What follows belongs to an exercise in optimizing a design on an open flow for small area, a short achievable clock period and few clock cycles per item; a production flow would make more cautious choices. The RTL was checked by simulation tests, not by an equivalence proof against the original design. Power figures rest on the tool's default switching activity, not on a simulated workload.

$ cat design/flow/design.v
`default_nettype none
package gdk_pkg;
  localparam int KEY_W  = 16;
  localparam int SITE_W = 31;
  localparam int END_W  = 32;
  localparam int SIZE_W = 9;
  localparam int FLANK_W = 16;
  localparam int THR_W  = 16;
  localparam int CFG_AW = 3;
  localparam int CFG_DW = 32;
  localparam logic [THR_W-1:0]   THR_RESET   = 16'd655;
  localparam logic [FLANK_W-1:0] FLANK_RESET = 16'd50;
  typedef enum logic [0:0] {
    REG_SHARE_THRESHOLD = 1'b0,
    REG_FLANK_LENGTH    = 1'b1
  } gdk_reg_t;
  typedef struct packed {
    logic [THR_W-1:0]   share_threshold;
    logic [FLANK_W-1:0] flank_length;
  } gdk_cfg_t;
endpackage
`default_nettype wire
`default_nettype none
module gdk_cfg_regs
(
  input  wire logic              clk,
  input  wire logic              rst_n,
  input  wire logic              psel,
  input  wire logic              penable,
  input  wire logic              pwrite,
  input  wire logic [gdk_pkg::CFG_AW-1:0] paddr,
  input  wire logic [gdk_pkg::CFG_DW-1:0] pwdata,
  output logic      [gdk_pkg::CFG_DW-1:0] prdata,
  output logic                   pready,
  output gdk_pkg::gdk_cfg_t               cfg
);
  gdk_pkg::gdk_cfg_t cfg_r;
  logic [15:0]       rd_r;
  logic              wr_en;
  assign wr_en   = psel && penable && pwrite;
  assign pready  = 1'b1;
  assign cfg     = cfg_r;
  assign prdata  = {16'd0, rd_r};
  always_ff @(posedge clk) begin
    if (!rst_n) begin
      cfg_r.share_threshold <= gdk_pkg::THR_RESET;
      cfg_r.flank_length    <= gdk_pkg::FLANK_RESET;
    end else if (wr_en) begin
      if (paddr[2]) cfg_r.flank_length    <= pwdata[gdk_pkg::FLANK_W-1:0];
      else          cfg_r.share_threshold <= pwdata[gdk_pkg::THR_W-1:0];
    end
  end
  always_ff @(posedge clk) begin
    rd_r <= paddr[2] ? cfg_r.flank_length : cfg_r.share_threshold;
  end
endmodule
`default_nettype wire
`default_nettype none
module gdk_entry_mem #(
  parameter int DEPTH = 64,
  parameter int KW    = 16,
  parameter int CW    = 8
) (
  input  wire logic             clk,
  input  wire logic [KW-1:0]    srch_key,
  output logic      [DEPTH-1:0] srch_hit,
  input  wire logic [DEPTH-1:0] rd_sel,
  output logic      [CW-1:0]    rd_cnt,
  input  wire logic             init,
  output logic      [DEPTH-1:0] free_sel,
  output logic                  full,
  input  wire logic             alloc,
  input  wire logic             bump,
  input  wire logic [KW-1:0]    wr_key,
  input  wire logic [CW-1:0]    wr_cnt
);
  logic [KW-1:0]    key_q [DEPTH];
  logic [CW-1:0]    cnt_q [DEPTH];
  logic [DEPTH-1:0] val_q;
  assign full = val_q[DEPTH-1];
  always_comb begin
    rd_cnt = '0;
    for (int i = 0; i < DEPTH; i++) begin
      rd_cnt = rd_cnt | (cnt_q[i] & {CW{rd_sel[i]}});
    end
  end
  for (genvar i = 0; i < DEPTH; i++) begin : g_ent
    if (i == 0) begin : g_f0
      assign free_sel[i] = init || !val_q[0];
    end else begin : g_fi
      assign free_sel[i] = !init && val_q[i-1] && !val_q[i];
    end
    assign srch_hit[i] = val_q[i] && (key_q[i] == srch_key);
    always_ff @(posedge clk) begin
      if (alloc && free_sel[i]) begin
        key_q[i] <= wr_key;
      end
      if ((alloc && free_sel[i]) || (bump && rd_sel[i])) begin
        cnt_q[i] <= wr_cnt;
      end
      if (init) begin
        val_q[i] <= (i == 0);
      end else if (alloc && free_sel[i]) begin
        val_q[i] <= 1'b1;
      end
    end
  end
endmodule
`default_nettype wire
`default_nettype none
module group_dominant_key_detect
#(
  parameter int MAX_KEYS  = 64,
  parameter int MAX_GROUP = 256,
  parameter int KEY_BITS  = 16
) (
  input  wire logic              clk,
  input  wire logic              rst_n,
  input  wire logic               in_valid,
  output logic                    in_ready,
  input  wire logic [gdk_pkg::KEY_W-1:0]   in_target_key,
  input  wire logic [gdk_pkg::SITE_W-1:0]  in_site_position,
  input  wire logic               in_group_end,
  output logic                    out_valid,
  input  wire logic               out_ready,
  output logic                    out_assigned,
  output logic      [gdk_pkg::KEY_W-1:0]   out_dominant_key,
  output logic      [gdk_pkg::SITE_W-1:0]  out_window_start,
  output logic      [gdk_pkg::END_W-1:0]   out_window_end,
  output logic      [gdk_pkg::SIZE_W-1:0]  out_group_size,
  output logic                    out_overflow,
  input  wire logic              psel,
  input  wire logic              penable,
  input  wire logic              pwrite,
  input  wire logic [gdk_pkg::CFG_AW-1:0] paddr,
  input  wire logic [gdk_pkg::CFG_DW-1:0] pwdata,
  output logic      [gdk_pkg::CFG_DW-1:0] prdata,
  output logic                   pready
);
  localparam int N   = MAX_KEYS;
  localparam int KW  = gdk_pkg::KEY_W;
  localparam int SW  = gdk_pkg::SITE_W;
  localparam int CW  = 8;                  
  localparam int TW  = 9;                  
  localparam int PW  = gdk_pkg::THR_W + 8;  
  gdk_pkg::gdk_cfg_t cfg;
  gdk_cfg_regs u_cfg (
    .clk     (clk),
    .rst_n   (rst_n),
    .psel    (psel),
    .penable (penable),
    .pwrite  (pwrite),
    .paddr   (paddr),
    .pwdata  (pwdata),
    .prdata  (prdata),
    .pready  (pready),
    .cfg     (cfg)
  );
  logic          open_r;                  
  logic          a_v, a_first, a_last;
  logic [KW-1:0] a_key;
  logic [SW-1:0] a_site;
  logic          b_v, b_first, b_last;
  logic [KW-1:0] b_key;
  logic [SW-1:0] b_site;
  logic [N-1:0]  b_match;
  logic          g_pend;                  
  logic [TW-1:0] g_max1;
  logic [7:0]    g_max2;
  logic [KW-1:0] g_top;
  logic [TW-1:0] g_total;
  logic [PW-1:0] g_prod;
  logic          g_ovf;
  logic [SW-1:0] g_site;
  logic          o_v;
  logic          o_assigned;
  logic [KW-1:0] o_key;
  logic [SW-1:0] o_start;
  logic [gdk_pkg::END_W-1:0] o_end;
  logic [TW-1:0] o_size;
  logic          o_ovf;
  logic [N-1:0]  t_hit, t_free;
  logic          t_full;
  logic [CW-1:0] t_cnt;
  logic          b_hit, drop, cnt_ok, alloc, init;
  logic [CW-1:0] cnt_inc;
  assign b_hit   = |b_match;
  assign init    = b_v && b_first;
  assign drop    = !b_first && (g_total[TW-1] || (!b_hit && t_full));
  assign cnt_ok  = b_v && !drop;
  assign alloc   = cnt_ok && !b_hit;
  assign cnt_inc = t_cnt + CW'(1);
  gdk_entry_mem #(
    .DEPTH (N),
    .KW    (KW),
    .CW    (CW)
  ) u_mem (
    .clk      (clk),
    .srch_key (a_key),
    .srch_hit (t_hit),
    .rd_sel   (b_match),
    .rd_cnt   (t_cnt),
    .init     (init),
    .free_sel (t_free),
    .full     (t_full),
    .alloc    (alloc),
    .bump     (cnt_ok),
    .wr_key   (b_key),
    .wr_cnt   (cnt_inc)
  );
  logic stall_b, xfer;
  logic same_prev;
  logic [N-1:0] match_nxt;
  assign xfer    = g_pend && (!o_v || out_ready);
  assign stall_b = b_v && b_first && g_pend && !xfer;
  assign in_ready = !(a_v && b_v && b_first && g_pend && o_v);
  assign same_prev = b_v && (b_key == a_key);
  always_comb begin
    if (a_first) begin
      match_nxt = '0;
    end else if (same_prev) begin
      match_nxt = b_hit ? b_match : t_free;
    end else if (b_v && b_first) begin
      match_nxt = '0;
    end else begin
      match_nxt = t_hit;
    end
  end
  always_ff @(posedge clk) begin
    if (!rst_n) begin
      a_v    <= 1'b0;
      open_r <= 1'b0;
    end else begin
      a_v <= in_ready ? in_valid : (a_v && stall_b);
      if (in_valid && in_ready) open_r <= !in_group_end;
    end
  end
  always_ff @(posedge clk) begin
    if (in_ready) begin
      a_key   <= in_target_key;
      a_site  <= in_site_position;
      a_last  <= in_group_end;
      a_first <= !open_r;
    end
  end
  always_ff @(posedge clk) begin
    if (!rst_n) begin
      b_v <= 1'b0;
    end else begin
      b_v <= stall_b || a_v;
    end
  end
  always_ff @(posedge clk) begin
    if (!stall_b) begin
      b_match <= match_nxt;
      b_key   <= a_key;
      b_site  <= a_site;
      b_first <= a_first;
      b_last  <= a_last;
    end
  end
  always_ff @(posedge clk) begin
    if (!rst_n) begin
      g_pend <= 1'b0;
    end else begin
      g_pend <= (b_v && b_last && !stall_b) || (g_pend && !xfer);
    end
  end
  always_ff @(posedge clk) begin
    if (b_v && !stall_b) begin
      if (b_first) begin
        g_max1  <= TW'(1);
        g_max2  <= '0;
        g_top   <= b_key;
        g_total <= TW'(1);
        g_prod  <= PW'(cfg.share_threshold);
        g_ovf   <= 1'b0;
        g_site  <= b_site;
      end else if (drop) begin
        g_ovf   <= 1'b1;
      end else begin
        g_total <= g_total + TW'(1);
        g_prod  <= g_prod + PW'(cfg.share_threshold);
        if (b_key == g_top) begin
          g_max1 <= g_max1 + TW'(1);
        end else if (TW'(t_cnt) == g_max1) begin
          g_max1 <= g_max1 + TW'(1);
          g_max2 <= g_max1[7:0];
          g_top  <= b_key;
        end else if (t_cnt == g_max2) begin
          g_max2 <= g_max2 + 8'd1;
        end
      end
    end
  end
  logic          res_assigned;
  logic [7:0]    res_lim;
  logic [SW:0]   res_diff;
  assign res_lim      = g_prod[PW-1:PW-8];
  assign res_assigned = !g_ovf && (g_max1 > TW'(res_lim)) && !(g_max2 > res_lim);
  assign res_diff     = {1'b0, g_site} - (SW+1)'(cfg.flank_length);
  always_ff @(posedge clk) begin
    if (!rst_n) begin
      o_v <= 1'b0;
    end else begin
      o_v <= xfer || (o_v && !out_ready);
    end
  end
  always_ff @(posedge clk) begin
    if (xfer) begin
      o_assigned <= res_assigned;
      o_key      <= res_assigned ? g_top : '0;
      o_start    <= res_diff[SW] ? '0 : res_diff[SW-1:0];
      o_end      <= gdk_pkg::END_W'(g_site) + gdk_pkg::END_W'(cfg.flank_length);
      o_size     <= g_total;
      o_ovf      <= g_ovf;
    end
  end
  assign out_valid        = o_v;
  assign out_assigned     = o_assigned;
  assign out_dominant_key = o_key;
  assign out_window_start = o_start;
  assign out_window_end   = o_end;
  assign out_group_size   = o_size;
  assign out_overflow     = o_ovf;
endmodule
`default_nettype wire
$ cat design/flow/run.sh
#!/bin/bash
# synth_recipe.tcl (not shown) runs the flow's synth.tcl, then flattens the netlist and writes it again
# the make line also repeats each setting of config.mk as NAME=value (left out here)
make -C /OpenROAD-flow-scripts/flow DESIGN_CONFIG=/design/flow/config.mk WORK_HOME=/design/flow/orfs CLKGATE_MAP_FILE= SYNTH_SCRIPT=/design/flow/synth_recipe.tcl finish
$ cat design/flow/constraint.sdc
create_clock -name core_clock -period 6.5 [get_ports {clk}]
set_input_delay 1.3000 -clock core_clock [delete_from_list [all_inputs] [get_ports {clk}]]
set_output_delay 1.3000 -clock core_clock [all_outputs]
set_load 0.01 [all_outputs]
$ cat design/flow/config.mk
export PLATFORM = sky130hd
export DESIGN_NAME = group_dominant_key_detect
export DESIGN_NICKNAME = group_dominant_key_detect
export VERILOG_FILES = /design/flow/design.v
export SDC_FILE = /design/flow/constraint.sdc
export NUM_CORES = 4
export LEC_CHECK = 0
export ABC_CLOCK_PERIOD_IN_PS = 3000
export CAP_MARGIN = 20
export CORE_MARGIN = 2
export CORE_UTILIZATION = 40
export SETUP_SLACK_MARGIN = 3.0
export SLEW_MARGIN = 20
==> results.json, run 1 <==
{
  "die_y_um": 457,
  "clkTransAtPathRegs_ns": 0.06,
  "final-setup-viol-count": 0,
  "h-tree-depth": 4,
  "synth_seq_cells": 2002,
  "start_util_pct": 40.2,
  "p_total_mw": 27.0,
  "fin_crit_sh_pct": 57.8,
  "status": "finished clean",
  "crit_fanout": 8,
  "ant_nets": 0,
  "dr.pass1.iters": 6,
  "avgViaCountPerCell": 5.71,
  "ir_drop_v": 0.000237,
  "worst_setup_path_end_kind": "register",
  "num_vias": 49800,
  "wire_per_inst_um": 29.3,
  "drive_gt1_share_pct": 16.3,
  "nets": 6010,
  "grtUsageTotal_pct": 23.5,
  "synth_edf_count": 1886,
  "fin_util_pct": 48.0,
  "hold_buffers": 0,
  "final_cell_mix": "edfxtp_1, xor2_1, nand2_1, buf_4, clkbuf_16",
  "drc": 0,
  "cts_buffer_depth": 3,
  "synth.distinct_cells": 65,
  "grt_pass1_wl_mm": 354,
  "regArea_sq_um": 59000,
  "place.gp.congestion": 0.947,
  "p_seq_share_pct": 52.5,
  "grt_pass1_vias": 47900,
  "die-area_sq_um": 209000,
  "antenna_found_initial": 3,
  "power_leakage_nw": 32.9,
  "cts_root_buf": "clkbuf_16",
  "nFillCells": 17400,
  "clock-sinks": 2002,
  "pwr-share-clk_pct": 43.2,
  "hold_violations": 0,
  "cts_buffers": 202,
  "hpwl_mm": 138,
  "multi_input_area_sq_um": 23300,
  "cap_violations": 0,
  "synth_top_cell_by_area": "edfxtp_1",
  "detail_route.iter0.violations": 6312,
  "p_per_area_nw_per_um2": 275,
  "synth_flop_cell": "edfxtp_1",
  "layout_commonest_cell": "edfxtp_1",
  "port_buffers": 179,
  "skew_ns": 0.0829,
  "crit_arrival_ns": 4.31,
  "slew_headroom_pct": 31.1,
  "crit_type": "register to register",
  "hp-class": "register to register",
  "insertion_delay_ns": 0.86,
  "switchingPower_mw": 5.93,
  "synth_area_sq_um": 82200,
  "coreArea_sq_um": 204000,
  "cts_tree": "done",
  "max_freq_ghz": 0.266,
  "power.share.switching_pct": 22.0,
  "setup_tns_ns": 0,
  "yosysSeqAreaShare_pct": 71.8,
  "avgSynthCellArea_sq_um": 15.3,
  "synth_area_leaders": "edfxtp_1, xor2_1, dfxtp_1, xnor2_1, nor4_1",
  "die_width_um": 457,
  "syn_to_final_growth_pct": 19.4,
  "timing.final.crit_period_ns": 3.76,
  "startpoint_type": "register",
  "grt_max_degree": 67,
  "syn-instance-count": 5358,
  "num_rows": 166,
  "worst_pin_slew_ns": 1.03,
  "crit_required_ns": 7.05,
  "drv_slew": 0,
  "rsz0062_at_grt": "true",
  "p_int_mw": 21.0,
  "wirelength_mm": 255,
  "p_comb_share_pct": 4.3,
  "synthDominantCellAreaShare_pct": 68.9,
  "synthArstFlopShare_pct": 0,
  "ys_warn_count": 5,
  "grt_overflow": 0,
  "io_pins": 215
}
==> final timing paths <==
check / start / to / slack [ns] / cells after the start
setup / recovery: b_match[29]$_SDFFCE_PP0P_ / g_top[14]$_DFFE_PP_ / 2.74 / 12
hold / removal: b_site[23]$_DFFE_PN_ / g_site[23]$_DFFE_PP_ / 0.42 / 0
setup reg to reg: b_match[29]$_SDFFCE_PP0P_ / g_top[14]$_DFFE_PP_ / 2.74 / 12
hold reg to reg: b_site[23]$_DFFE_PN_ / g_site[23]$_DFFE_PP_ / 0.42 / 0
==> registers in the layout, summed over array words and instances (netlist names), 16 cells and up <==
signal       flops
u_mem.key_q   1024
u_mem.cnt_q    512
b_match         64
u_mem.val_q     63
o_end           32
u_cfg.cfg_r     32
a_site          31
b_site          31
g_site          31
o_start         31
g_prod          24
a_key           16
b_key           16
g_top           16
o_key           16
u_cfg.rd_r      16
==> what timing repair did <==
item,4_1_cts,5_1_grt
endpoints found under the setup margin,2253,1001
pin swaps,32,35
gates cloned,7,11
setup buffers,168,33
resized for setup,206,121
==> metrics by stage <==
step	worst slack, ns	hold slack [ns]	cell area [sq um]	std cells
global route	2.79	0.420	98100	8711
CTS	2.86	0.415	97100	8665
detailed placement	1.46	0.405	87800	8114
global placement	1.44	0.401	87800	8114
floorplan	2.33	0.400	82500	5373
finish	2.74	0.416	98100	8714
==> critical path, stage by stage (launching register included) <==
cell,delay (ns)
edfxtp_1,0.47
buf_6,0.18
a22o_1,0.23
a221oi_4,0.33
nand4_1,0.34
or4_4,0.68
xor2_2,0.19
nor3_4,0.25
and3_4,0.23
nand2_1,0.08
a21oi_4,0.18
buf_12,0.14
clkbuf_16,0.16
==> layout make-up <==
class                           count  area share [%]
Tap cell                         2688            3.43
Timing Repair inverter              1         0.00765
Multi-Input combinational cell   3037            23.7
Timing Repair Buffer              551            5.83
Inverter                           54           0.224
Antenna cell                        5          0.0128
Clock buffer                      271            5.61
Clock inverter                    105            1.10
Sequential cell                  2002            60.1
==> power by group through the flow <==
stage / Clock (mW) / Combinational (mW) / Sequential [mW]
after floorplan: 0 / 0.564 / 14.5
after global placement: 0 / 1.10 / 14.4
after CTS: 11.7 / 1.15 / 14.2
after detailed placement: 0 / 1.11 / 14.4
after global routing: 12.3 / 1.23 / 14.2
final: 11.6 / 1.16 / 14.2
==> cell usage after synthesis (68+ instances only) <==
library cell and instances:
edfxtp_1 1886, xor2_1 939, nand2_1 287, nor2_1 213, xnor2_1 211, nor4_1 202, nor3_1 191, clkbuf_1 161
nand4_1 133, a22o_1 131, a221oi_1 122, dfxtp_1 116, a21oi_1 95, a21o_1 72, ha_1 68
==> layer usage <==
layer | up-vias | part of all wire [%] | track usage (%)
met2 | 2558 | 47 | 37.8
met3 | 514 | 9.0 | 4.19
met4 | 0 | 3.8 | 8.04
met1 | 25700 | 41 | 32.1
li1 | 21100 | - | -
met5 | - | 0 | 0
==> cell families after synthesis <==
family	count (synthesis)	share of synthesized area (%)
flip-flops	2002	71.8
AND/OR/NAND/NOR	1183	7.20
XOR/XNOR	1150	12.3
AO/OA/AOI/OAI	586	5.45
buffers and inverters	337	1.84
adder cells (fa/ha/maj)	71	1.11
multiplexers	27	0.369
other	2	0.00914
Testbench counts, summed over its fixed seeds: cycles 32,382, items 32,211.
==> run 2: changes to the inputs <==
--- a/design/flow/config.mk
+++ b/design/flow/config.mk
@@ -5,9 +5,7 @@
 export SDC_FILE = /design/flow/constraint.sdc
 export NUM_CORES = 4
 export LEC_CHECK = 0
-export ABC_CLOCK_PERIOD_IN_PS = 3000
 export CAP_MARGIN = 20
 export CORE_MARGIN = 2
 export CORE_UTILIZATION = 40
-export SETUP_SLACK_MARGIN = 3.0
 export SLEW_MARGIN = 20
==> run 2 against run 1 <==
Compared with the run above:
- still clean on timing, DRC and antenna
- die area is the same
- first-iteration DRC count fell by 13%
- non-clock buffer count is 211 lower
- final cell count is 2.5% lower
- clock-buffer cell count is 5 higher
- critical path type unchanged
- critical endpoint is now g_max1[3]$_SDFFCE_PP0P_
==> results.json, run 2 <==
{
  "die-area_sq_um": 209000,
  "grtUsageTotal_pct": 22.6,
  "drv_slew": 0,
  "grt_max_degree": 68,
  "dp_slack_ns": 1.52,
  "wirelength_mm": 241,
  "p_comb_share_pct": 4.0,
  "io_pins": 215,
  "crit_required_ns": 6.94,
  "synth_flop_cell": "edfxtp_1",
  "hold_violations": 0,
  "port_buffers": 179,
  "die_width_um": 457,
  "synthAdderAreaFrac_pct": 1.11,
  "cts_root_buf": "clkbuf_16",
  "cts_resized": 0,
  "drive_gt1_share_pct": 8.95,
  "crit_type": "register to register",
  "hp-class": "register to register",
  "grt_pass1_wl_mm": 341,
  "antenna_found_initial": 7,
  "nFillCells": 17900,
  "die_y_um": 457,
  "slew_headroom_pct": 20.2,
  "timing.final.crit_period_ns": 5.05,
  "cap_violations": 0,
  "p_int_mw": 20.7,
  "max_freq_ghz": 0.198,
  "cts_buffer_depth": 3,
  "power.share.switching_pct": 21.9,
  "startpoint_type": "register",
  "coreArea_sq_um": 204000,
  "insertion_delay_ns": 0.86,
  "layout_setup_ws_ns": 1.45,
  "drc": 0,
  "rsz0062_at_grt": "false",
  "dr.pass1.iters": 7,
  "num_rows": 166,
  "cts_buffers": 201,
  "fin_crit_sh_pct": 77.7,
  "synth_area_leaders": "edfxtp_1, xor2_1, dfxtp_1, xnor2_1, nor4_1",
  "ant_nets": 0,
  "switchingPower_mw": 5.82,
  "layout_commonest_cell": "edfxtp_1",
  "power_leakage_nw": 31.3,
  "grt_overflow": 0,
  "pwr-share-clk_pct": 42.6,
  "place.gp.congestion": 0.930,
  "crit_fanout": 16,
  "skew_ns": 0.0500,
  "avgSynthCellArea_sq_um": 15.3,
  "num_vias": 47800,
  "p_per_area_nw_per_um2": 283,
  "synth_top_cell_by_area": "edfxtp_1",
  "h-tree-depth": 4,
  "detail_route.iter0.violations": 5505,
  "post-cts-setup-buffers": 0,
  "synth_xor_area_share_pct": 12.3,
  "ys_warn_count": 5,
  "synth_mux_area_share_pct": 0.369,
  "hold_buffers": 0,
  "start_util_pct": 40.2,
  "yosys-top-cells-count": "edfxtp_1, xor2_1, nand2_1",
  "syn-instance-count": 5358,
  "clock-sinks": 2002,
  "syn_to_final_growth_pct": 14.4,
  "final_cell_mix": "edfxtp_1, xor2_1, nand2_1, xnor2_1",
  "synth_edf_count": 1886,
  "synth.distinct_cells": 65,
  "synth_top_family_by_area": "XOR/XNOR gates",
  "setup_tns_ns": 0,
  "synth_compound_gate_area_share_pct": 5.45,
  "largest_register_ffs": 1024,
  "final-setup-viol-count": 0,
  "nets": 5794,
  "yosys.area_share.simple_pct": 7.20,
  "synth.most_common_cell": "edfxtp_1",
  "worst_pin_slew_ns": 1.19,
  "synthArstFlopShare_pct": 0,
  "hpwl_mm": 139,
  "avgViaCountPerCell": 5.62,
  "synth_area_sq_um": 82200,
  "synthDominantCellAreaShare_pct": 68.9,
  "cts_tree": "done",
  "synth_seq_cells": 2002,
  "dpl.cell_count": 8118,
  "status": "finished clean",
  "ir_drop_v": 0.000304,
  "grt_pass1_vias": 46400,
  "wire_per_inst_um": 28.3,
  "p_seq_share_pct": 53.3,
  "yosysSeqAreaShare_pct": 71.8,
  "regMostFlops": "u_mem.key_q",
  "clkTransAtPathRegs_ns": 0.06,
  "crit_arrival_ns": 5.49,
  "finalNonFillerCells": 8499,
  "reg_top3": "u_mem.key_q: 1024 flops, u_mem.cnt_q: 512 flops, b_match: 64 flops",
  "worst_setup_path_end_kind": "register"
}
run 2: final cells by class:
| type | count | area [sq um] | area share, % |
|---|---|---|---|
| multi-input combinational | 3034 | 22000 | 23.4 |
| tap | 2688 | 3360 | 3.58 |
| clock buffer | 276 | 5340 | 5.68 |
| sequential | 2002 | 59000 | 62.7 |
| antenna | 4 | 10.0 | 0.0107 |
| timing repair buffer | 340 | 3130 | 3.33 |
| inverter | 54 | 204 | 0.217 |
| clock inverter | 101 | 1000 | 1.07 |
run 2: cells by family (layout without fill, tap and decap cells):
family,after synthesis,count (layout)
flip-flops,2002,2002
AND/OR/NAND/NOR,1183,1183
XOR/XNOR,1150,1150
AO/OA/AOI/OAI,586,586
buffers and inverters,337,771
adder cells (fa/ha/maj),71,71
multiplexers,27,27
other,2,21
run 2: path summary, 6_finish.rpt:
| path | from | to | slack [ns] | depth (start not counted) |
|---|---|---|---|---|
| worst max-delay path | b_match[17]$_SDFFCE_PP0P_ | g_max1[3]$_SDFFCE_PP0P_ | 1.45 | 8 |
| worst min register to register | b_site[14]$_DFFE_PN_ | g_site[14]$_DFFE_PP_ | 0.42 | 0 |
| worst max register to register | b_match[17]$_SDFFCE_PP0P_ | g_max1[3]$_SDFFCE_PP0P_ | 1.45 | 8 |
| worst min-delay path | b_site[14]$_DFFE_PN_ | g_site[14]$_DFFE_PP_ | 0.42 | 0 |
run 2: metrics by stage:
step           cell area (sq um)  total power, mW  util, %  hold WS (ns)
2_1_floorplan              82200             15.0        -         0.400
5_1_grt                    94000             27.3     46.0         0.421
3_5_place_dp               87600             15.5     42.9         0.405
4_1_cts                    94000             26.7     46.0         0.408
6_report                   94000             26.6     46.0         0.415
3_3_place_gp               87600             15.5     42.9         0.400
run 2: routing by layer:
metal | global-route usage (%) | share of wire (%) | routed length, um
met5 | 0 | 0.015 | 36
met4 | 7.15 | 3.3 | 7940
met3 | 4.31 | 8.1 | 19600
met2 | 36.9 | 47 | 114000
met1 | 30.4 | 41 | 99300
run 2: worst max-delay path, stage by stage (launching register included):
cell	delay, ns
edfxtp_1	0.70
a22o_1	0.32
a221oi_1	0.60
nand4_1	0.28
or4_1	0.84
xor2_1	0.25
nor4_2	0.30
nand3_2	0.39
a31oi_1	0.95
run 2: power by group through the flow:
stage | Combinational, mW | Clock (mW) | Sequential, mW
global placement | 1.07 | 0 | 14.4
global route | 1.15 | 12.0 | 14.2
detailed placement | 1.08 | 0 | 14.4
finish | 1.07 | 11.3 | 14.2
CTS | 1.08 | 11.5 | 14.2
floorplan | 0.563 | 0 | 14.5
==> run 3: changes to the inputs <==
--- a/design/flow/design.v
+++ b/design/flow/design.v
@@ -59,7 +59,7 @@
 module gdk_entry_mem #(
   parameter int DEPTH = 64,
   parameter int KW    = 16,
-  parameter int CW    = 8
+  parameter int CW    = 7
 ) (
   input  wire logic             clk,
   input  wire logic [KW-1:0]    srch_key,
@@ -140,8 +140,8 @@
   localparam int N   = MAX_KEYS;
   localparam int KW  = gdk_pkg::KEY_W;
   localparam int SW  = gdk_pkg::SITE_W;
-  localparam int CW  = 8;                  
-  localparam int TW  = 9;                  
+  localparam int CW  = 7;                   
+  localparam int TW  = 9;                   
   localparam int PW  = gdk_pkg::THR_W + 8;  
   gdk_pkg::gdk_cfg_t cfg;
   gdk_cfg_regs u_cfg (
@@ -157,6 +157,7 @@
     .cfg     (cfg)
   );
   logic          open_r;                  
+  logic          rdy_r;                   
   logic          a_v, a_first, a_last;
   logic [KW-1:0] a_key;
   logic [SW-1:0] a_site;
@@ -164,6 +165,13 @@
   logic [KW-1:0] b_key;
   logic [SW-1:0] b_site;
   logic [N-1:0]  b_match;
+  logic [TW-1:0] b_total;                 
+  logic          b_ovf;
+  logic          c_v, c_first, c_last, c_cnt_ok, c_ovf;
+  logic [KW-1:0] c_key;
+  logic [SW-1:0] c_site;
+  logic [CW-1:0] c_cnt;
+  logic [TW-1:0] c_total;
   logic          g_pend;                  
   logic [TW-1:0] g_max1;
   logic [7:0]    g_max2;
@@ -179,17 +187,20 @@
   logic [gdk_pkg::END_W-1:0] o_end;
   logic [TW-1:0] o_size;
   logic          o_ovf;
+  logic xfer, stall, go;
+  logic a_v_n, c_v_n, c_first_n, g_pend_n, o_v_n;
+  assign xfer  = g_pend && (!o_v || out_ready);
+  assign stall = c_v && c_first && g_pend && !xfer;
+  assign go    = !stall;
   logic [N-1:0]  t_hit, t_free;
   logic          t_full;
   logic [CW-1:0] t_cnt;
   logic          b_hit, drop, cnt_ok, alloc, init;
-  logic [CW-1:0] cnt_inc;
-  assign b_hit   = |b_match;
-  assign init    = b_v && b_first;
-  assign drop    = !b_first && (g_total[TW-1] || (!b_hit && t_full));
-  assign cnt_ok  = b_v && !drop;
-  assign alloc   = cnt_ok && !b_hit;
-  assign cnt_inc = t_cnt + CW'(1);
+  assign b_hit  = |b_match;
+  assign init   = b_v && b_first && go;
+  assign drop   = !b_first && (b_total[TW-1] || (!b_hit && t_full));
+  assign cnt_ok = b_v && !drop && go;
+  assign alloc  = cnt_ok && !b_hit;
   gdk_entry_mem #(
     .DEPTH (N),
     .KW    (KW),
@@ -206,14 +217,10 @@
     .alloc    (alloc),
     .bump     (cnt_ok),
     .wr_key   (b_key),
-    .wr_cnt   (cnt_inc)
+    .wr_cnt   (t_cnt + CW'(1))
   );
-  logic stall_b, xfer;
-  logic same_prev;
-  logic [N-1:0] match_nxt;
-  assign xfer    = g_pend && (!o_v || out_ready);
-  assign stall_b = b_v && b_first && g_pend && !xfer;
-  assign in_ready = !(a_v && b_v && b_first && g_pend && o_v);
+  logic          same_prev;
+  logic [N-1:0]  match_nxt;
   assign same_prev = b_v && (b_key == a_key);
   always_comb begin
     if (a_first) begin
@@ -226,17 +233,18 @@
       match_nxt = t_hit;
     end
   end
+  assign a_v_n = rdy_r ? in_valid : (a_v && stall);
   always_ff @(posedge clk) begin
     if (!rst_n) begin
       a_v    <= 1'b0;
       open_r <= 1'b0;
     end else begin
-      a_v <= in_ready ? in_valid : (a_v && stall_b);
-      if (in_valid && in_ready) open_r <= !in_group_end;
+      a_v <= a_v_n;
+      if (in_valid && rdy_r) open_r <= !in_group_end;
     end
   end
   always_ff @(posedge clk) begin
-    if (in_ready) begin
+    if (rdy_r) begin
       a_key   <= in_target_key;
       a_site  <= in_site_position;
       a_last  <= in_group_end;
@@ -246,12 +254,12 @@
   always_ff @(posedge clk) begin
     if (!rst_n) begin
       b_v <= 1'b0;
-    end else begin
-      b_v <= stall_b || a_v;
+    end else if (go) begin
+      b_v <= a_v;
     end
   end
   always_ff @(posedge clk) begin
-    if (!stall_b) begin
+    if (go) begin
       b_match <= match_nxt;
       b_key   <= a_key;
       b_site  <= a_site;
@@ -260,34 +268,65 @@
     end
   end
   always_ff @(posedge clk) begin
+    if (b_v && go) begin
+      if (b_first) begin
+        b_total <= TW'(1);
+        b_ovf   <= 1'b0;
+      end else if (drop) begin
+        b_ovf   <= 1'b1;
+      end else begin
+        b_total <= b_total + TW'(1);
+      end
+    end
+  end
+  assign c_v_n     = go ? b_v : c_v;
+  assign c_first_n = go ? b_first : c_first;
+  always_ff @(posedge clk) begin
+    if (!rst_n) begin
+      c_v <= 1'b0;
+    end else begin
+      c_v <= c_v_n;
+    end
+  end
+  always_ff @(posedge clk) begin
+    if (go) begin
+      c_first  <= b_first;
+      c_last   <= b_last;
+      c_cnt_ok <= !drop;
+      c_key    <= b_key;
+      c_site   <= b_site;
+      c_cnt    <= t_cnt;
+      c_total  <= b_first ? TW'(1) : (b_total + TW'(!drop));
+      c_ovf    <= !b_first && (b_ovf || drop);
+    end
+  end
+  assign g_pend_n = (c_v && c_last && go) || (g_pend && !xfer);
+  always_ff @(posedge clk) begin
     if (!rst_n) begin
       g_pend <= 1'b0;
     end else begin
-      g_pend <= (b_v && b_last && !stall_b) || (g_pend && !xfer);
+      g_pend <= g_pend_n;
     end
   end
   always_ff @(posedge clk) begin
-    if (b_v && !stall_b) begin
-      if (b_first) begin
-        g_max1  <= TW'(1);
-        g_max2  <= '0;
-        g_top   <= b_key;
-        g_total <= TW'(1);
-        g_prod  <= PW'(cfg.share_threshold);
-        g_ovf   <= 1'b0;
-        g_site  <= b_site;
-      end else if (drop) begin
-        g_ovf   <= 1'b1;
-      end else begin
-        g_total <= g_total + TW'(1);
-        g_prod  <= g_prod + PW'(cfg.share_threshold);
-        if (b_key == g_top) begin
+    if (c_v && go) begin
+      g_total <= c_total;
+      g_ovf   <= c_ovf;
+      if (c_first) begin
+        g_max1 <= TW'(1);
+        g_max2 <= '0;
+        g_top  <= c_key;
+        g_prod <= PW'(cfg.share_threshold);
+        g_site <= c_site;
+      end else if (c_cnt_ok) begin
+        g_prod <= g_prod + PW'(cfg.share_threshold);
+        if (c_key == g_top) begin
           g_max1 <= g_max1 + TW'(1);
-        end else if (TW'(t_cnt) == g_max1) begin
+        end else if (TW'(c_cnt) == g_max1) begin
           g_max1 <= g_max1 + TW'(1);
           g_max2 <= g_max1[7:0];
-          g_top  <= b_key;
-        end else if (t_cnt == g_max2) begin
+          g_top  <= c_key;
+        end else if (8'(c_cnt) == g_max2) begin
           g_max2 <= g_max2 + 8'd1;
         end
       end
@@ -299,11 +338,12 @@
   assign res_lim      = g_prod[PW-1:PW-8];
   assign res_assigned = !g_ovf && (g_max1 > TW'(res_lim)) && !(g_max2 > res_lim);
   assign res_diff     = {1'b0, g_site} - (SW+1)'(cfg.flank_length);
+  assign o_v_n = xfer || (o_v && !out_ready);
   always_ff @(posedge clk) begin
     if (!rst_n) begin
       o_v <= 1'b0;
     end else begin
-      o_v <= xfer || (o_v && !out_ready);
+      o_v <= o_v_n;
     end
   end
   always_ff @(posedge clk) begin
@@ -316,6 +356,14 @@
       o_ovf      <= g_ovf;
     end
   end
+  always_ff @(posedge clk) begin
+    if (!rst_n) begin
+      rdy_r <= 1'b1;
+    end else begin
+      rdy_r <= !(a_v_n && c_v_n && c_first_n && g_pend_n && o_v_n);
+    end
+  end
+  assign in_ready         = rdy_r;
   assign out_valid        = o_v;
   assign out_assigned     = o_assigned;
   assign out_dominant_key = o_key;
--- a/design/flow/config.mk
+++ b/design/flow/config.mk
@@ -5,7 +5,9 @@
 export SDC_FILE = /design/flow/constraint.sdc
 export NUM_CORES = 4
 export LEC_CHECK = 0
+export ABC_CLOCK_PERIOD_IN_PS = 3000
 export CAP_MARGIN = 20
 export CORE_MARGIN = 2
 export CORE_UTILIZATION = 40
+export SETUP_SLACK_MARGIN = 3.0
 export SLEW_MARGIN = 20
==> run 3 against run 2 <==
Compared with the run above:
- sequential power about the same
- sequential share of layout area fell by 1.0 points
- synthesized cell count down 1.4%
- wire length up 1.9%
- die area hardly changed
- clock-buffer cell count up 3
- clock skew down 0.012 ns
- combinational power up 9%
- global-route usage increased by 0.49 points
- critical path depth grew 1
- register-to-register slack better by 1.5 ns
- power grew 1.3%
- critical endpoint is now u_mem.cnt_q[48][5]$_DFFE_PP_
- largest power group unchanged
==> results.json, run 3 <==
{
  "grt_pass1_wl_mm": 348,
  "crit_type": "register to register",
  "synth_edf_count": 1898,
  "place.gp.congestion": 0.997,
  "antenna_found_initial": 11,
  "postLayoutCellArea_sq_um": 96200,
  "syn-instance-count": 5285,
  "p_per_area_nw_per_um2": 280,
  "regMostFlops": "u_mem.key_q",
  "start_util_pct": 40.2,
  "wl_met1_mm": 105,
  "avgSynthCellArea_sq_um": 15.5,
  "slew_headroom_pct": 21.0,
  "grt_pass1_vias": 46700,
  "startpoint_type": "register",
  "layout_commonest_cell": "edfxtp_1",
  "hold_slack_ns": 0.413,
  "worst_pin_slew_ns": 1.18,
  "crit_required_ns": 7.07,
  "synth_top_cell_by_area": "edfxtp_1",
  "synth_area_sq_um": 82100,
  "die_width_um": 457,
  "coreArea_sq_um": 204000,
  "drv_slew": 0,
  "insertion_delay_ns": 0.86,
  "final-setup-viol-count": 0,
  "hpwl_mm": 145,
  "p_seq_share_pct": 53.1,
  "wirelength_mm": 246,
  "rsz0062_at_grt": "true",
  "p_total_mw": 26.9,
  "nets": 5831,
  "max_freq_ghz": 0.280,
  "num_vias": 48100,
  "ir_drop_v": 0.000249,
  "yosysSeqAreaShare_pct": 72.3,
  "grtUsageTotal_pct": 23.1,
  "synth_seq_cells": 2017,
  "crit_arrival_ns": 4.14,
  "synth_area_leaders": "edfxtp_1, xnor2_1, dfxtp_1, nand4_1, a221oi_1",
  "clock-sinks": 2017,
  "setup_tns_ns": 0,
  "skew_ns": 0.0384,
  "pwr-share-clk_pct": 42.5,
  "synth_flop_cell": "edfxtp_1",
  "synth.most_common_cell": "edfxtp_1",
  "cts_buffers": 199,
  "dr.pass1.iters": 5,
  "cts_buffer_depth": 3,
  "avgViaCountPerCell": 5.64,
  "yosys-top-cells-count": "edfxtp_1, xnor2_1, nand4_1",
  "reg_top3": "u_mem.key_q: 1024 flops, u_mem.cnt_q: 448 flops, b_match: 64 flops",
  "hold_violations": 0,
  "fin_crit_sh_pct": 54.9,
  "p_int_mw": 21.1,
  "h-tree-depth": 4,
  "drive_gt1_share_pct": 12.7,
  "wire_per_inst_um": 28.8,
  "num_rows": 166,
  "timing.final.crit_period_ns": 3.57,
  "synthArstFlopShare_pct": 0,
  "cts_root_buf": "clkbuf_16",
  "switchingPower_mw": 5.76,
  "dr_wl_met2_mm": 114,
  "power.share.switching_pct": 21.4,
  "synthDominantCellAreaShare_pct": 69.4,
  "cap_violations": 0,
  "die_y_um": 457,
  "io_pins": 215,
  "status": "finished clean",
  "grt_overflow": 0,
  "top_layer_used": "met5",
  "hold_buffers": 0,
  "p_comb_share_pct": 4.4,
  "ys_warn_count": 5,
  "final_cell_mix": "edfxtp_1, xnor2_1, nand4_1, buf_4, clkbuf_16",
  "drc": 0,
  "largest_register_ffs": 1024,
  "die-area_sq_um": 209000,
  "ant_nets": 0,
  "place_area_sq_um": 88300,
  "worst_setup_path_end_kind": "register",
  "hp-class": "register to register",
  "met3_length_mm": 19.2,
  "detail_route.iter0.violations": 6188,
  "clkTransAtPathRegs_ns": 0.06,
  "syn_to_final_growth_pct": 17.1,
  "power_leakage_nw": 31.7,
  "crit_fanout": 32,
  "cts_tree": "done",
  "synth.distinct_cells": 70,
  "fin_util_pct": 47.1,
  "grt_max_degree": 66,
  "port_buffers": 179
}
run 3: cell types whose count changed after synthesis, moves of 76 or more:
cell,previous run,this run
xnor2_1,211,1094
xor2_1,939,58
nand4_1,133,303
nand2_1,287,161
nor3_1,191,70
nor4_1,202,93
nor2_1,213,137
run 3: routing by layer:
layer	vias up	GRT usage [%]
met5	-	0
met4	12	6.82
li1	20700	-
met1	24800	32.6
met3	384	3.76
met2	2201	36.6
run 3: path summary, 6_finish.rpt:
| check | start | endpoint | slack (ns) | depth (start not counted) |
|---|---|---|---|---|
| hold reg to reg | b_site[13]$_DFFE_PN_ | c_site[13]$_DFFE_PN_ | 0.41 | 0 |
| setup / recovery | b_match[20]$_SDFFCE_PP0P_ | u_mem.cnt_q[48][5]$_DFFE_PP_ | 2.93 | 9 |
| hold / removal | b_site[13]$_DFFE_PN_ | c_site[13]$_DFFE_PN_ | 0.41 | 0 |
| setup reg to reg | b_match[20]$_SDFFCE_PP0P_ | u_mem.cnt_q[48][5]$_DFFE_PP_ | 2.93 | 9 |
run 3: power groups by stage:
stage / Combinational, mW / Clock (mW) / Sequential (mW)
6_report: 1.17 / 11.4 / 14.3
5_1_grt: 1.25 / 12.1 / 14.3
3_3_place_gp: 1.15 / 0 / 14.6
3_5_place_dp: 1.16 / 0 / 14.6
2_1_floorplan: 0.635 / 0 / 14.6
4_1_cts: 1.17 / 11.6 / 14.3
run 3: cells by family (layout without fill, tap and decap cells):
kind of cell | count (synthesis) | in the layout | share of synthesized area (%)
DFF | 2017 | 2017 | 72.3
xor gates and xnor gates | 1152 | 1152 | 12.3
and+or+nand+nor | 967 | 968 | 6.27
AOI/OAI and AO/OA | 650 | 650 | 5.70
buffers and inverters | 397 | 930 | 1.92
adders and majority gates | 73 | 73 | 1.14
muxes | 27 | 27 | 0.367
other | 2 | 20 | 0.00915
run 3: cell type report:
cell class,count,area [sq um]
fill,17500,108000
sequential,2017,59400
multi-input combinational,2887,22400
clock buffer,279,5560
timing repair buffer,446,4150
tap,2688,3360
clock inverter,88,852
inverter,117,468
antenna,3,7.51
run 3: repair_timing:
action | in CTS | in global routing
resized for setup | 78 | 38
setup endpoints to repair | 2110 | 1308
buffers inserted | 80 | 23
cloned | 1 | 4
pin swaps | 63 | 9
run 3: worst max-delay path, stage by stage, from the launching register on:
cell	delay (ns)
edfxtp_1	0.43
buf_4	0.22
a22o_1	0.31
a221oi_1	0.52
nand4_1	0.29
or4_4	0.71
and3_1	0.25
xor2_4	0.16
buf_4	0.17
buf_16	0.19
run 3: through the flow:
| stage | setup WS (ns) | cells |
|---|---|---|
| floorplan | 2.29 | 5300 |
| global placement | 0.826 | 8046 |
| detailed placement | 1.33 | 8047 |
| CTS | 2.99 | 8495 |
| global route | 3.00 | 8523 |
| finish | 2.93 | 8525 |
Testbench counts of run 3, summed over its fixed seeds: cycles 32,390, items 32,211.
==> run 4: changes to the inputs <==
--- a/design/flow/design.v
+++ b/design/flow/design.v
@@ -69,6 +69,7 @@
   input  wire logic             init,
   output logic      [DEPTH-1:0] free_sel,
   output logic                  full,
+  input  wire logic             wr,
   input  wire logic             alloc,
   input  wire logic             bump,
   input  wire logic [KW-1:0]    wr_key,
@@ -92,10 +93,10 @@
     end
     assign srch_hit[i] = val_q[i] && (key_q[i] == srch_key);
     always_ff @(posedge clk) begin
-      if (alloc && free_sel[i]) begin
+      if (wr && free_sel[i]) begin
         key_q[i] <= wr_key;
       end
-      if ((alloc && free_sel[i]) || (bump && rd_sel[i])) begin
+      if (wr && (free_sel[i] || (bump && rd_sel[i]))) begin
         cnt_q[i] <= wr_cnt;
       end
       if (init) begin
@@ -195,12 +196,14 @@
   logic [N-1:0]  t_hit, t_free;
   logic          t_full;
   logic [CW-1:0] t_cnt;
-  logic          b_hit, drop, cnt_ok, alloc, init;
+  logic          b_hit, drop, cnt_ok, alloc, init, t_wr, t_bump;
   assign b_hit  = |b_match;
   assign init   = b_v && b_first && go;
   assign drop   = !b_first && (b_total[TW-1] || (!b_hit && t_full));
   assign cnt_ok = b_v && !drop && go;
   assign alloc  = cnt_ok && !b_hit;
+  assign t_wr   = b_v && go;
+  assign t_bump = !b_total[TW-1];
   gdk_entry_mem #(
     .DEPTH (N),
     .KW    (KW),
@@ -214,8 +217,9 @@
     .init     (init),
     .free_sel (t_free),
     .full     (t_full),
+    .wr       (t_wr),
     .alloc    (alloc),
-    .bump     (cnt_ok),
+    .bump     (t_bump),
     .wr_key   (b_key),
     .wr_cnt   (t_cnt + CW'(1))
   );
--- a/design/flow/config.mk
+++ b/design/flow/config.mk
@@ -5,9 +5,9 @@
 export SDC_FILE = /design/flow/constraint.sdc
 export NUM_CORES = 4
 export LEC_CHECK = 0
-export ABC_CLOCK_PERIOD_IN_PS = 3000
+export ABC_CLOCK_PERIOD_IN_PS = 2500
 export CAP_MARGIN = 20
 export CORE_MARGIN = 2
 export CORE_UTILIZATION = 40
-export SETUP_SLACK_MARGIN = 3.0
+export SETUP_SLACK_MARGIN = 4.0
 export SLEW_MARGIN = 20
==> run 4 against run 3 <==
Compared with the run above:
- sequential cell count is the same
- still clean
- register-to-register slack gained 0.12 ns
- hold slack lost 0.010 ns
- cell area grew 8.6%
- largest cell class unchanged
- critical path depth grew 1
==> results.json, run 4 <==
{
  "status": "finished clean",
  "postLayoutCellArea_sq_um": 104000,
  "num_rows": 166,
  "synthArstFlopShare_pct": 0,
  "power_leakage_nw": 34.5,
  "max_freq_ghz": 0.290,
  "startpoint_type": "register",
  "clkTransAtPathRegs_ns": 0.06,
  "yosys-top-cells-count": "edfxtp_1, xnor2_1, nand4_1",
  "worst_pin_slew_ns": 1.23,
  "synth_flop_cell": "edfxtp_1",
  "hold_buffers": 0,
  "regMostFlops": "u_mem.key_q",
  "met2_usage_pct": 38.7,
  "avgViaCountPerCell": 5.77,
  "cts_root_buf": "clkbuf_16",
  "regArea_sq_um": 59400,
  "place.gp.congestion": 0.976,
  "grt_pass1_vias": 48500,
  "num_vias": 51500,
  "grt_max_degree": 75,
  "coreArea_sq_um": 205000,
  "cts_buffers": 202,
  "die_width_um": 458,
  "wirelength_mm": 272,
  "syn_to_final_growth_pct": 26.9,
  "grt_use_met3_pct": 5.32,
  "port_buffers": 179,
  "synth_edf_count": 1898,
  "synth_top_cell_by_area": "edfxtp_1",
  "synthDominantCellAreaShare_pct": 69.2,
  "yosysSeqAreaShare_pct": 72.1,
  "slew_headroom_pct": 18.0,
  "insertion_delay_ns": 0.86,
  "fin_crit_sh_pct": 53.1,
  "synth_area_sq_um": 82300,
  "place_area_sq_um": 88200,
  "largest_register_ffs": 1024,
  "worst_setup_path_end_kind": "register",
  "cts_tree": "done",
  "wire_per_inst_um": 30.5,
  "path_cells": "buf_4 > a22o_1 > a221oi_2 > nand4_1 > or4_4 > ha_4 > buf_6 > nand2_4 > xnor2_4 > buf_12",
  "crit_type": "register to register",
  "top_usage_layer": "met2",
  "cts_buffer_depth": 3,
  "grt_pass1_wl_mm": 369,
  "multi_input_area_sq_um": 25600,
  "dr.pass1.iters": 6,
  "rsz0062_at_grt": "true",
  "grt_overflow": 0,
  "reg_top3": "u_mem.key_q: 1024 flops, u_mem.cnt_q: 448 flops, b_match: 64 flops",
  "slowest_stage": "or4_4",
  "synth_seq_cells": 2017,
  "cap_violations": 0,
  "crit_fanout": 32,
  "clock-sinks": 2017,
  "slowest_delay_ns": 0.54,
  "synth.most_common_cell": "edfxtp_1",
  "ir_drop_v": 0.000253,
  "die-area_sq_um": 209000,
  "drive_gt1_share_pct": 25.7,
  "drv_slew": 0,
  "final_cell_mix": "edfxtp_1, xnor2_1, buf_4, nand4_1, clkbuf_16",
  "setup_tns_ns": 0,
  "syn-instance-count": 5320,
  "final-setup-viol-count": 0,
  "nets": 6210,
  "nFillCells": 16600,
  "crit_arrival_ns": 4.08,
  "avgSynthCellArea_sq_um": 15.5,
  "hp-class": "register to register",
  "grtUsageTotal_pct": 24.8,
  "drc": 0,
  "skew_ns": 0.0627,
  "timing.final.crit_period_ns": 3.45,
  "synth.distinct_cells": 71,
  "layout_commonest_cell": "edfxtp_1",
  "hpwl_mm": 140,
  "ys_warn_count": 5,
  "detail_route.iter0.violations": 6993,
  "crit_required_ns": 7.13,
  "start_util_pct": 40.2,
  "p_per_area_nw_per_um2": 262,
  "io_pins": 215,
  "grt_use_met1_pct": 33.4,
  "hold_violations": 0,
  "synth_area_leaders": "edfxtp_1, xnor2_1, dfxtp_1, nand4_1, a221oi_1",
  "h-tree-depth": 4,
  "antenna_found_initial": 16,
  "fin_util_pct": 51.0,
  "ant_nets": 0,
  "die_y_um": 458
}
==> run 4: changes by cell type after synthesis, sizes merged, moves of 32 or more <==
cell,change
o22ai,-45
o32ai,+64
nand2,-32
nand3,+64
nand4,-60
o31ai,-47
nor2,+46
==> run 4: worst paths after layout <==
check                            start                            to  slack, ns  depth (start not counted)
min reg2reg        b_site[7]$_DFFE_PN_           c_site[7]$_DFFE_PN_       0.40                          0
max          b_match[36]$_SDFFCE_PP0P_  u_mem.cnt_q[56][4]$_DFFE_PP_       3.05                         10
min                b_site[7]$_DFFE_PN_           c_site[7]$_DFFE_PN_       0.40                          0
max reg2reg  b_match[36]$_SDFFCE_PP0P_  u_mem.cnt_q[56][4]$_DFFE_PP_       3.05                         10
==> run 4: cell families (layout without fill, tap and decap cells) <==
kind of cell | after synthesis | after routing | share of synthesized area [%]
mux | 22 | 22 | 0.296
buf+inv | 406 | 1290 | 1.94
fa+ha+maj | 73 | 73 | 1.14
other cells | 2 | 22 | 0.00912
flops | 2017 | 2017 | 72.1
xor+xnor | 1150 | 1150 | 12.2
compound gates | 641 | 644 | 5.85
simple gates | 1009 | 1011 | 6.40
==> run 4: final cells by class <==
| cell class | instances | area share, % |
|---|---|---|
| Timing Repair inverter | 2 | 0.0312 |
| Timing Repair Buffer | 784 | 8.60 |
| Antenna cell | 5 | 0.0120 |
| Multi-Input combinational cell | 2917 | 24.5 |
| Tap cell | 2688 | 3.22 |
| Inverter | 123 | 0.468 |
| Sequential cell | 2017 | 56.9 |
| Clock buffer | 265 | 5.14 |
| Clock inverter | 116 | 1.10 |
==> run 4: what timing repair did <==
item,4_1_cts,5_1_grt
gates resized for setup,1026,388
endpoints found under the setup margin,2570,1723
cloned,62,24
pin swaps,202,162
buffers inserted,346,76
==> run 4: critical path: cells and delay by family, from the launching register on <==
family	cells	cell delay [ns]
AOI/OAI and AO/OA	2	0.70
DFF	1	0.53
and+or+nand+nor	3	0.85
adders and majority gates	1	0.19
xor gates and xnor gates	1	0.23
buffers and inverters	3	0.65
==> run 4: report_power, final <==
part	total, mW	internal (mW)	switching [mW]
Sequential	14.3	14.2	0.0956
Combinational	1.39	0.508	0.884
Clock	11.6	6.54	5.06
==> run 4: per-layer routing <==
layer / share of wire (%) / vias to the layer above / wire (um)
met5: 0.043 / - / 116
met1: 39 / 26300 / 106000
met2: 45 / 2857 / 123000
met4: 5.5 / 18 / 14900
li1: - / 21600 / -
met3: 10 / 705 / 27900
==> run 4: per-stage QoR <==
step | worst slack (ns) | cells | hold slack, ns | total power [mW]
CTS | 3.23 | 8812 | 0.413 | 27.4
detailed placement | 1.48 | 8023 | 0.405 | 15.8
global placement | 1.55 | 8023 | 0.401 | 15.8
floorplan | 2.36 | 5335 | 0.400 | 15.3
global route | 3.09 | 8912 | 0.417 | 28.0
finish | 3.05 | 8917 | 0.403 | 27.3
Testbench counts of run 4, summed over its fixed seeds: cycles 32,390, items 32,211.
==> run 5: changes to the inputs <==
--- a/design/flow/design.v
+++ b/design/flow/design.v
@@ -66,13 +66,15 @@
   output logic      [DEPTH-1:0] srch_hit,
   input  wire logic [DEPTH-1:0] rd_sel,
   output logic      [CW-1:0]    rd_cnt,
+  input  wire logic             new_grp,
   input  wire logic             init,
   output logic      [DEPTH-1:0] free_sel,
   output logic                  full,
   input  wire logic             wr,
   input  wire logic             alloc,
-  input  wire logic             bump,
   input  wire logic [KW-1:0]    wr_key,
+  input  wire logic             cnt_we,
+  input  wire logic [DEPTH-1:0] cnt_sel,
   input  wire logic [CW-1:0]    wr_cnt
 );
   logic [KW-1:0]    key_q [DEPTH];
@@ -87,16 +89,16 @@
   end
   for (genvar i = 0; i < DEPTH; i++) begin : g_ent
     if (i == 0) begin : g_f0
-      assign free_sel[i] = init || !val_q[0];
+      assign free_sel[i] = new_grp || !val_q[0];
     end else begin : g_fi
-      assign free_sel[i] = !init && val_q[i-1] && !val_q[i];
+      assign free_sel[i] = !new_grp && val_q[i-1] && !val_q[i];
     end
     assign srch_hit[i] = val_q[i] && (key_q[i] == srch_key);
     always_ff @(posedge clk) begin
       if (wr && free_sel[i]) begin
         key_q[i] <= wr_key;
       end
-      if (wr && (free_sel[i] || (bump && rd_sel[i]))) begin
+      if (cnt_we && cnt_sel[i]) begin
         cnt_q[i] <= wr_cnt;
       end
       if (init) begin
@@ -172,6 +174,8 @@
   logic [KW-1:0] c_key;
   logic [SW-1:0] c_site;
   logic [CW-1:0] c_cnt;
+  logic [N-1:0]  c_tgt;                   
+  logic          b_fwd;                   
   logic [TW-1:0] c_total;
   logic          g_pend;                  
   logic [TW-1:0] g_max1;
@@ -196,14 +200,13 @@
   logic [N-1:0]  t_hit, t_free;
   logic          t_full;
   logic [CW-1:0] t_cnt;
-  logic          b_hit, drop, cnt_ok, alloc, init, t_wr, t_bump;
+  logic          b_hit, drop, cnt_ok, alloc, init, t_wr;
   assign b_hit  = |b_match;
   assign init   = b_v && b_first && go;
   assign drop   = !b_first && (b_total[TW-1] || (!b_hit && t_full));
   assign cnt_ok = b_v && !drop && go;
   assign alloc  = cnt_ok && !b_hit;
   assign t_wr   = b_v && go;
-  assign t_bump = !b_total[TW-1];
   gdk_entry_mem #(
     .DEPTH (N),
     .KW    (KW),
@@ -214,14 +217,16 @@
     .srch_hit (t_hit),
     .rd_sel   (b_match),
     .rd_cnt   (t_cnt),
+    .new_grp  (b_v && b_first),
     .init     (init),
     .free_sel (t_free),
     .full     (t_full),
     .wr       (t_wr),
     .alloc    (alloc),
-    .bump     (t_bump),
     .wr_key   (b_key),
-    .wr_cnt   (t_cnt + CW'(1))
+    .cnt_we   (c_v && c_cnt_ok && go),
+    .cnt_sel  (c_tgt),
+    .wr_cnt   (c_cnt + CW'(1))
   );
   logic          same_prev;
   logic [N-1:0]  match_nxt;
@@ -265,6 +270,7 @@
   always_ff @(posedge clk) begin
     if (go) begin
       b_match <= match_nxt;
+      b_fwd   <= same_prev && !a_first;
       b_key   <= a_key;
       b_site  <= a_site;
       b_first <= a_first;
@@ -299,7 +305,8 @@
       c_cnt_ok <= !drop;
       c_key    <= b_key;
       c_site   <= b_site;
-      c_cnt    <= t_cnt;
+      c_cnt    <= b_fwd ? (c_cnt + CW'(1)) : t_cnt;
+      c_tgt    <= b_hit ? b_match : t_free;
       c_total  <= b_first ? TW'(1) : (b_total + TW'(!drop));
       c_ovf    <= !b_first && (b_ovf || drop);
     end
--- a/design/flow/config.mk
+++ b/design/flow/config.mk
@@ -8,6 +8,6 @@
 export ABC_CLOCK_PERIOD_IN_PS = 2500
 export CAP_MARGIN = 20
 export CORE_MARGIN = 2
-export CORE_UTILIZATION = 40
-export SETUP_SLACK_MARGIN = 4.0
+export CORE_UTILIZATION = 60
+export SETUP_SLACK_MARGIN = 3.5
 export SLEW_MARGIN = 20
==> run 5 against run 4 <==
Compared with the run above:
- still clean
- combinational power is 13% lower
- worst setup slack improved by 0.38 ns
- highest routed layer unchanged
- largest power group unchanged
- non-clock buffer count down 423
- area after synthesis increased by 3.9%
- utilization increased by 18 points
- final cell count shrank 10%
==> results.json, run 5 <==
{
  "status": "finished clean",
  "p_seq_share_pct": 53.0,
  "regMostFlops": "u_mem.key_q",
  "p_comb_share_pct": 4.3,
  "port_buffers": 179,
  "synth_flop_cell": "edfxtp_1",
  "regArea_sq_um": 61300,
  "cts_buffers": 205,
  "avgViaCountPerCell": 6.40,
  "synth_top_family_by_area": "XOR/XNOR gates",
  "skew_ns": 0.0355,
  "fin_util_pct": 69.1,
  "syn_to_final_growth_pct": 14.4,
  "detail_route.iter0.violations": 7099,
  "ys_warn_count": 5,
  "grt_overflow": 0,
  "crit_type": "register to register",
  "grt_pass1_vias": 48400,
  "slowest_delay_ns": 0.80,
  "synth_compound_gate_area_share_pct": 4.72,
  "yosys-top-cells-count": "edfxtp_1, xnor2_1, nand4_1",
  "synth_mux_area_share_pct": 0.364,
  "power_leakage_nw": 31.5,
  "num_vias": 51300,
  "die_y_um": 381,
  "clkTransAtPathRegs_ns": 0.07,
  "synth_top_cell_by_area": "edfxtp_1",
  "reg_top3": "u_mem.key_q: 1024 flops, u_mem.cnt_q: 448 flops",
  "place_area_sq_um": 89900,
  "r2r_slack_ns": 3.43,
  "final-setup-viol-count": 0,
  "clock-sinks": 2082,
  "p_per_area_nw_per_um2": 285,
  "hold_buffers": 0,
  "synth.distinct_cells": 72,
  "power.share.switching_pct": 21.4,
  "syn-instance-count": 5663,
  "synth_seq_cells": 2082,
  "drv_slew": 0,
  "min_delay_worst_endpoint": "b_site[13]$_DFFE_PN_",
  "layout_commonest_cell": "edfxtp_1",
  "nets": 6111,
  "ir_drop_v": 0.000255,
  "die_width_um": 381,
  "wire_per_inst_um": 31.7,
  "synthDominantCellAreaShare_pct": 68.9,
  "reg2reg_depth": 7,
  "antenna_found_initial": 14,
  "r2r-end": "c_cnt[5]$_DFFE_PN_",
  "p_total_mw": 27.9,
  "ant_nets": 0,
  "cts_buffer_depth": 3,
  "insertion_delay_ns": 0.85,
  "pwr-share-clk_pct": 42.7,
  "hold_violations": 0,
  "slew_headroom_pct": 22.0,
  "worst_pin_slew_ns": 1.16,
  "timing.final.crit_period_ns": 3.07,
  "min_from": "a_site[13]$_DFFE_PP_",
  "synth_edf_count": 1963,
  "hold_depth": 0,
  "h-tree-depth": 4,
  "drive_gt1_share_pct": 12.1,
  "dr.pass1.iters": 6,
  "coreArea_sq_um": 141000,
  "worst_setup_path_end_kind": "register",
  "cts_tree": "done",
  "start_util_pct": 60.5,
  "slowest_stage": "a221oi_1",
  "synth_xor_area_share_pct": 11.8,
  "synth_area_sq_um": 85500,
  "grt_max_degree": 80,
  "p_int_mw": 21.9,
  "yosysSeqAreaShare_pct": 71.7,
  "synth_area_leaders": "edfxtp_1, xnor2_1, dfxtp_1, xor2_1, nand4_1",
  "postLayoutCellArea_sq_um": 97800,
  "crit_fanout": 9,
  "yosys.area_share.simple_pct": 8.44,
  "hp-class": "register to register",
  "synth.most_common_cell": "edfxtp_1",
  "die-area_sq_um": 146000,
  "largest_register_ffs": 1024,
  "setup_tns_ns": 0,
  "max_freq_ghz": 0.325,
  "num_rows": 138,
  "cts_root_buf": "clkbuf_16",
  "crit_arrival_ns": 3.61,
  "final_cell_mix": "edfxtp_1, xnor2_1, nand4_1, xor2_1, nor2_1",
  "fin_crit_sh_pct": 47.3,
  "switchingPower_mw": 5.97,
  "startpoint_type": "register",
  "crit_required_ns": 7.04,
  "hpwl_mm": 143,
  "io_pins": 215,
  "synthArstFlopShare_pct": 0,
  "wirelength_mm": 254,
  "multi_input_area_sq_um": 23600,
  "path_cells": "buf_4 > a22oi_1 > nand2_1 > a221oi_1 > nand4_1 > nor4_1 > a21oi_1",
  "place.gp.congestion": 0.891,
  "rsz0062_at_grt": "true",
  "cap_violations": 0,
  "synthAdderAreaFrac_pct": 1.09,
  "nFillCells": 9662,
  "avgSynthCellArea_sq_um": 15.1,
  "rr_startpoint": "b_match[10]$_SDFFCE_PP0N_",
  "drc": 0,
  "grt_pass1_wl_mm": 357,
  "grtUsageTotal_pct": 34.8
}
==> run 5: what timing repair did <==
item                       in CTS  in global routing
setup buffers                  31                 11
cloned                          8                  1
pin swaps                      18                 15
resized for setup             201                 65
setup endpoints to repair    1596                410
==> run 5: stage by stage <==
| stage | worst slack [ns] | hold slack [ns] | std cells |
|---|---|---|---|
| after floorplan | 3.20 | 0.400 | 5678 |
| after global placement | 1.41 | 0.401 | 7580 |
| after detailed placement | 1.43 | 0.405 | 7580 |
| after CTS | 3.50 | 0.408 | 8005 |
| after global routing | 3.41 | 0.420 | 8020 |
| final | 3.43 | 0.411 | 8020 |
==> run 5: worst max-delay path by stage <==
stage               depth (start not counted)  slack [ns]                 startpoint                       endpoint
floorplan                                   7        3.20                  out_ready    u_mem.key_q[1][0]$_DFFE_PP_
global placement                            8        1.41                  out_ready  u_mem.key_q[13][15]$_DFFE_PP_
detailed placement                          8        1.43                  out_ready   u_mem.key_q[13][3]$_DFFE_PP_
CTS                                        10        3.50                  out_ready  u_mem.key_q[32][12]$_DFFE_PP_
global route                               11        3.41  b_match[26]$_SDFFCE_PP0N_       c_total[8]$_SDFFCE_PP0N_
finish                                      7        3.43  b_match[10]$_SDFFCE_PP0N_             c_cnt[5]$_DFFE_PN_
==> run 5: power by group through the flow <==
stage                     Clock [mW]  Combinational [mW]  Sequential [mW]
after floorplan                    0               0.648             15.1
after global placement             0                1.14             15.1
after detailed placement           0                1.15             15.1
after CTS                       12.0                1.19             14.8
after global routing            12.5                1.27             14.8
final                           11.9                1.21             14.8
==> run 5: cells by family (layout without fill, tap and decap cells) <==
group	after synthesis	in the layout
buffers and inverters	378	822
adders and majority gates	73	73
and+or+nand+nor	1343	1348
other	2	20
AOI/OAI and AO/OA	608	608
muxes	28	28
DFF	2082	2082
xor gates and xnor gates	1149	1149
==> run 5: worst max-delay path: cells and delay by family (launching register included) <==
family	cells	cell delay, ns
DFF	1	0.40
buffers and inverters	1	0.25
AOI/OAI and AO/OA	3	1.25
and+or+nand+nor	3	0.84
==> run 5: routing by layer <==
layer  vias up  wire length (um)  global-route usage [%]  share of wire [%]
met5         -                25                       0             0.0098
met4         4             10200                    12.6                4.0
met3       539             27500                    6.69                 11
met2      2978            118000                    55.1                 46
met1     26100             98300                    48.4                 39
li1      21700                 -                       -                  -
==> run 5: final cells by class <==
type,count,area share (%)
tap,1890,2.42
timing repair inverter,3,0.0409
antenna,3,0.00768
timing repair buffer,361,3.44
sequential,2082,62.7
clock buffer,269,5.84
multi-input combinational,3223,24.1
inverter,72,0.307
clock inverter,117,1.09
Testbench counts of run 5, summed over its fixed seeds: cycles 32,390, items 32,211.

[what the ideal ports hide]
How much do the figures lean on ideal ports? The routed layouts below were timed once more, with nothing changed but the port constraints. Step 1: set_driving_cell puts a clkbuf_16 on clk and a buf_2 on each other input, an assumption about the parent block. Step 2 moves the port delays by t, midway between the first and last clock arrival at a register: inputs arrive t later, outputs are due t later. That takes back most of the time a late clock gives input paths. a / b / c = ideal / step 1 / step 2; a / b = the first two.
run | t, ns | setup WS [ns] | latest minus earliest clock arrival (ns) | worst slew at a driven data input, ns | cell pins on the clock port's net
run 1 | 0.914 | 2.740 / 2.740 / 2.699 | 0.083 / 0.083 | 0.11 | 1
run 2 | 0.917 | 1.450 / 1.450 / 1.450 | 0.052 / 0.052 | 0.11 | 1
run 3 | 0.924 | 2.932 / 2.932 / 2.382 | 0.047 / 0.047 | 0.11 | 1
run 4 | 0.917 | 3.048 / 3.048 / 2.754 | 0.072 / 0.072 | 0.10 | 1
run 5 | 0.922 | 3.426 / 3.426 / 2.628 | 0.037 / 0.037 | 0.11 | 1
After both steps every run listed still meets setup and hold. The setup slack of run 5, which loses most, moves by 0.000 ns with the drivers and by -0.798 ns with both steps.
